This is an optimization exercise on Yosys and OpenROAD, whose aim is small area, a short achievable clock period and few clock cycles per item, not a production implementation.
The RTL was checked by simulation tests, not by an equivalence proof against the original design.
Power and IR drop assume default switching activity.

## run A
## playfair_digraph_cipher_top
module playfair_digraph_cipher_top (
  input  logic         clk,
  input  logic         rst_n,
  input  logic         cfg_we,
  input  logic [2:0]   cfg_index,
  input  logic [24:0]  cfg_data,
  input  logic         in_valid,
  output logic         in_ready,
  input  logic [4:0]   in_letter,
  input  logic         in_final,
  output logic         out_valid,
  input  logic         out_ready,
  output logic [4:0]   out_letter,
  output logic         out_letter_valid,
  output logic         out_eom,
  output logic         out_odd_error
);
Settings: LEC_CHECK=0, ABC_AREA=1, CAP_MARGIN=20, CORE_MARGIN=2, CORE_UTILIZATION=50, CTS_BUF_LIST=sky130_fd_sc_hd__clkbuf_16, CTS_CLUSTER_DIAMETER=150, CTS_CLUSTER_SIZE=30, PLACE_DENSITY=0.7, SETUP_SLACK_MARGIN=4.3, SLEW_MARGIN=20; clock period 7.0 ns.
run.sh (not shown) runs the stock make flow with config.mk's settings and CLKGATE_MAP_FILE= SYNTH_SCRIPT=/design/flow/synth_recipe.tcl, a recipe that flattens the netlist after the stock synthesis.
Testbench counts of run A, summed over its fixed seeds: cycles 13,875, letters 12,800.
For run B, these inputs were changed with respect to run A:
# run A
export LEC_CHECK = 0
export ABC_AREA = 1
export CAP_MARGIN = 20
export CORE_MARGIN = 2
export CORE_UTILIZATION = 50
export CTS_BUF_LIST = sky130_fd_sc_hd__clkbuf_16
export CTS_CLUSTER_DIAMETER = 150
export CTS_CLUSTER_SIZE = 30
export PLACE_DENSITY = 0.7
export SETUP_SLACK_MARGIN = 4.3
export SLEW_MARGIN = 20
create_clock -name core_clock -period 7.0 [get_ports {clk}]
# run B
export LEC_CHECK = 0
export ABC_AREA = 0
export CAP_MARGIN = 20
export CORE_MARGIN = 2
export CORE_UTILIZATION = 50
export CTS_BUF_LIST = sky130_fd_sc_hd__clkbuf_16
export CTS_CLUSTER_DIAMETER = 120
export CTS_CLUSTER_SIZE = 25
export PLACE_DENSITY = 0.7
export SETUP_SLACK_MARGIN = 4.3
export SLEW_MARGIN = 20
create_clock -name core_clock -period 7.0 [get_ports {clk}]
==> notes.md <==
Of the two values seen for main combinational cell family by area after synthesis, XOR/XNOR gates was produced by run B and simple AND/OR/NAND/NOR gates by run A.
Core area, run A and run B: larger value in run A
Run B ended up with a higher register area share after synthesis than run A did.
Post-CTS clock slew at the launch and capture registers of the worst setup and hold paths ends up lower on run B.
In the flow results for run A and run B, the non-clock buffer count is smaller on run B.
In the metrics for run A and run B, the one carrying the higher sequential share of layout area is run B.
Run B: flow completed, timing, DRC and antenna clean
On run B: number of non-clock inverters is 117 lower than what run A gave.
A worst setup path endpoint of o_v_r is what run B shows, while sq_r[57] belongs to run A.
On synthesized area, run B does better than run A.
Run B ended with less synthesized cell count than run A.
Input changes introduced in run C (baseline for comparison: run B):
# run B
export LEC_CHECK = 0
export ABC_AREA = 0
export CAP_MARGIN = 20
export CORE_MARGIN = 2
export CORE_UTILIZATION = 50
export CTS_BUF_LIST = sky130_fd_sc_hd__clkbuf_16
export CTS_CLUSTER_DIAMETER = 120
export CTS_CLUSTER_SIZE = 25
export PLACE_DENSITY = 0.7
export SETUP_SLACK_MARGIN = 4.3
export SLEW_MARGIN = 20
create_clock -name core_clock -period 7.0 [get_ports {clk}]
# run C
export LEC_CHECK = 0
export ABC_AREA = 1
export CAP_MARGIN = 20
export CORE_MARGIN = 2
export CORE_UTILIZATION = 55
export CTS_BUF_LIST = sky130_fd_sc_hd__clkbuf_16
export CTS_CLUSTER_DIAMETER = 150
export CTS_CLUSTER_SIZE = 30
export PLACE_DENSITY = 0.75
export SETUP_SLACK_MARGIN = 4.3
export SLEW_MARGIN = 20
create_clock -name core_clock -period 7.0 [get_ports {clk}]
--- outcome ---
In the flow results for run C and run B, the worst hold slack after final layout is larger on run B.
Looking at worst setup path category, the in2reg result is from run C; the reg2reg one comes from run B.
Relative contribution of combinational cells to total power, run C and run B: larger value in run C
Compared run B against run C; number of maximum-capacitance constraint violations within noise.
Diff run B -> run C: clock period minus worst slack now sits lower; delay contributed by the slowest stage of the critical path now sits lower; sequential share of cell area now sits lower; gate count of the mapped netlist now sits higher.
Relative to run C, the following input files were edited for run D:
# run C
export LEC_CHECK = 0
export ABC_AREA = 1
export CAP_MARGIN = 20
export CORE_MARGIN = 2
export CORE_UTILIZATION = 55
export CTS_BUF_LIST = sky130_fd_sc_hd__clkbuf_16
export CTS_CLUSTER_DIAMETER = 150
export CTS_CLUSTER_SIZE = 30
export PLACE_DENSITY = 0.75
export SETUP_SLACK_MARGIN = 4.3
export SLEW_MARGIN = 20
create_clock -name core_clock -period 7.0 [get_ports {clk}]
# run D
export LEC_CHECK = 0
export ABC_AREA = 1
export CAP_MARGIN = 20
export CORE_MARGIN = 2
export CORE_UTILIZATION = 50
export CTS_BUF_LIST = sky130_fd_sc_hd__clkbuf_16
export CTS_CLUSTER_DIAMETER = 140
export CTS_CLUSTER_SIZE = 28
export GPL_TIMING_DRIVEN = 0
export PLACE_DENSITY = 0.7
export SETUP_SLACK_MARGIN = 4.3
export SLEW_MARGIN = 20
create_clock -name core_clock -period 7.0 [get_ports {clk}]
Notes after the runs:
Initial cell density of the core: run D < run C
Post-cts sizing count (run D vs. run C) decreases by more than 10%
Relative to run C, the relative area change from synthesis to final layout of run D is higher by 4.6 points.
Maximum frequency: run C vs run D — no meaningful difference
Number of tap instances, run D vs run C: up by a few percent
Power: run D draws more than run C
Maximum fanout along the worst path, run C and run D: higher on run D
Per the comparison of run D with run C, setup slack went down by 0.0059 ns, wire length shows an increase of about 11%, floorplan die area +9.7%, count of non-filler cells in the finished layout saw an increase.
Edits applied to the flow inputs when going from run D to run E:
# run D
export LEC_CHECK = 0
export ABC_AREA = 1
export CAP_MARGIN = 20
export CORE_MARGIN = 2
export CORE_UTILIZATION = 50
export CTS_BUF_LIST = sky130_fd_sc_hd__clkbuf_16
export CTS_CLUSTER_DIAMETER = 140
export CTS_CLUSTER_SIZE = 28
export GPL_TIMING_DRIVEN = 0
export PLACE_DENSITY = 0.7
export SETUP_SLACK_MARGIN = 4.3
export SLEW_MARGIN = 20
create_clock -name core_clock -period 7.0 [get_ports {clk}]
# run E
export LEC_CHECK = 0
export ABC_AREA = 1
export CAP_MARGIN = 20
export CORE_MARGIN = 2
export CORE_UTILIZATION = 40
export CTS_BUF_LIST = sky130_fd_sc_hd__clkbuf_16
export CTS_CLUSTER_DIAMETER = 120
export CTS_CLUSTER_SIZE = 25
export PLACE_DENSITY = 0.6
export SETUP_SLACK_MARGIN = 4.3
export SLEW_MARGIN = 20
create_clock -name core_clock -period 7.0 [get_ports {clk}]
==> notes.md <==
Comparing layout overhead on the synthesized area for run D and run E, the bigger number came from run D.
Run E ended up with a lower core utilization than run D did.
Run E: portion of total power attributed to combinational logic lower than run D
Between run D and run E, routed wire length is higher for run D, run E comes in under that.
Run E vs run D, headroom to the max-slew limit went up by 5.5 points.

==> port drivers added, routing unchanged <==
No port has a modelled driver above. Below, the same layouts with a new extraction and two added sets of constraints. Step 1: set_driving_cell puts a clkbuf_16 on clk and a buf_2 on each other input, an assumption about the parent block. Step 2 also shifts input and output timing later by t, the mid clock arrival at the registers, as if the neighbouring blocks saw the same clock. Slacks: no drivers / after step 1 / after step 2; pairs: no drivers / after step 1.
| run | shift t [ns] | setup WS [ns] | hold slack, ns | clock arrival spread, ns | worst register clock-pin slew, ns |
|---|---|---|---|---|---|
| run A | 0.505 | 4.404 / 4.408 / 3.923 | 0.469 / 0.469 / 0.469 | 0.050 / 0.050 | 0.12 / 0.12 |
| run B | 0.514 | 4.283 / 4.283 / 3.885 | 0.474 / 0.474 / 0.474 | 0.029 / 0.028 | 0.10 / 0.10 |
| run C | 0.499 | 4.351 / 4.368 / 3.869 | 0.434 / 0.434 / 0.434 | 0.046 / 0.046 | 0.12 / 0.12 |
| run D | 0.532 | 4.345 / 4.373 / 3.842 | 0.452 / 0.452 / 0.452 | 0.023 / 0.023 | 0.12 / 0.12 |
| run E | 0.524 | 4.308 / 4.308 / 3.839 | 0.454 / 0.454 / 0.454 | 0.031 / 0.032 | 0.11 / 0.11 |
After both steps setup and hold are still met in every run listed. For run D, which loses most, drivers alone change the setup slack by +0.028 ns; drivers and shift together by -0.503 ns.
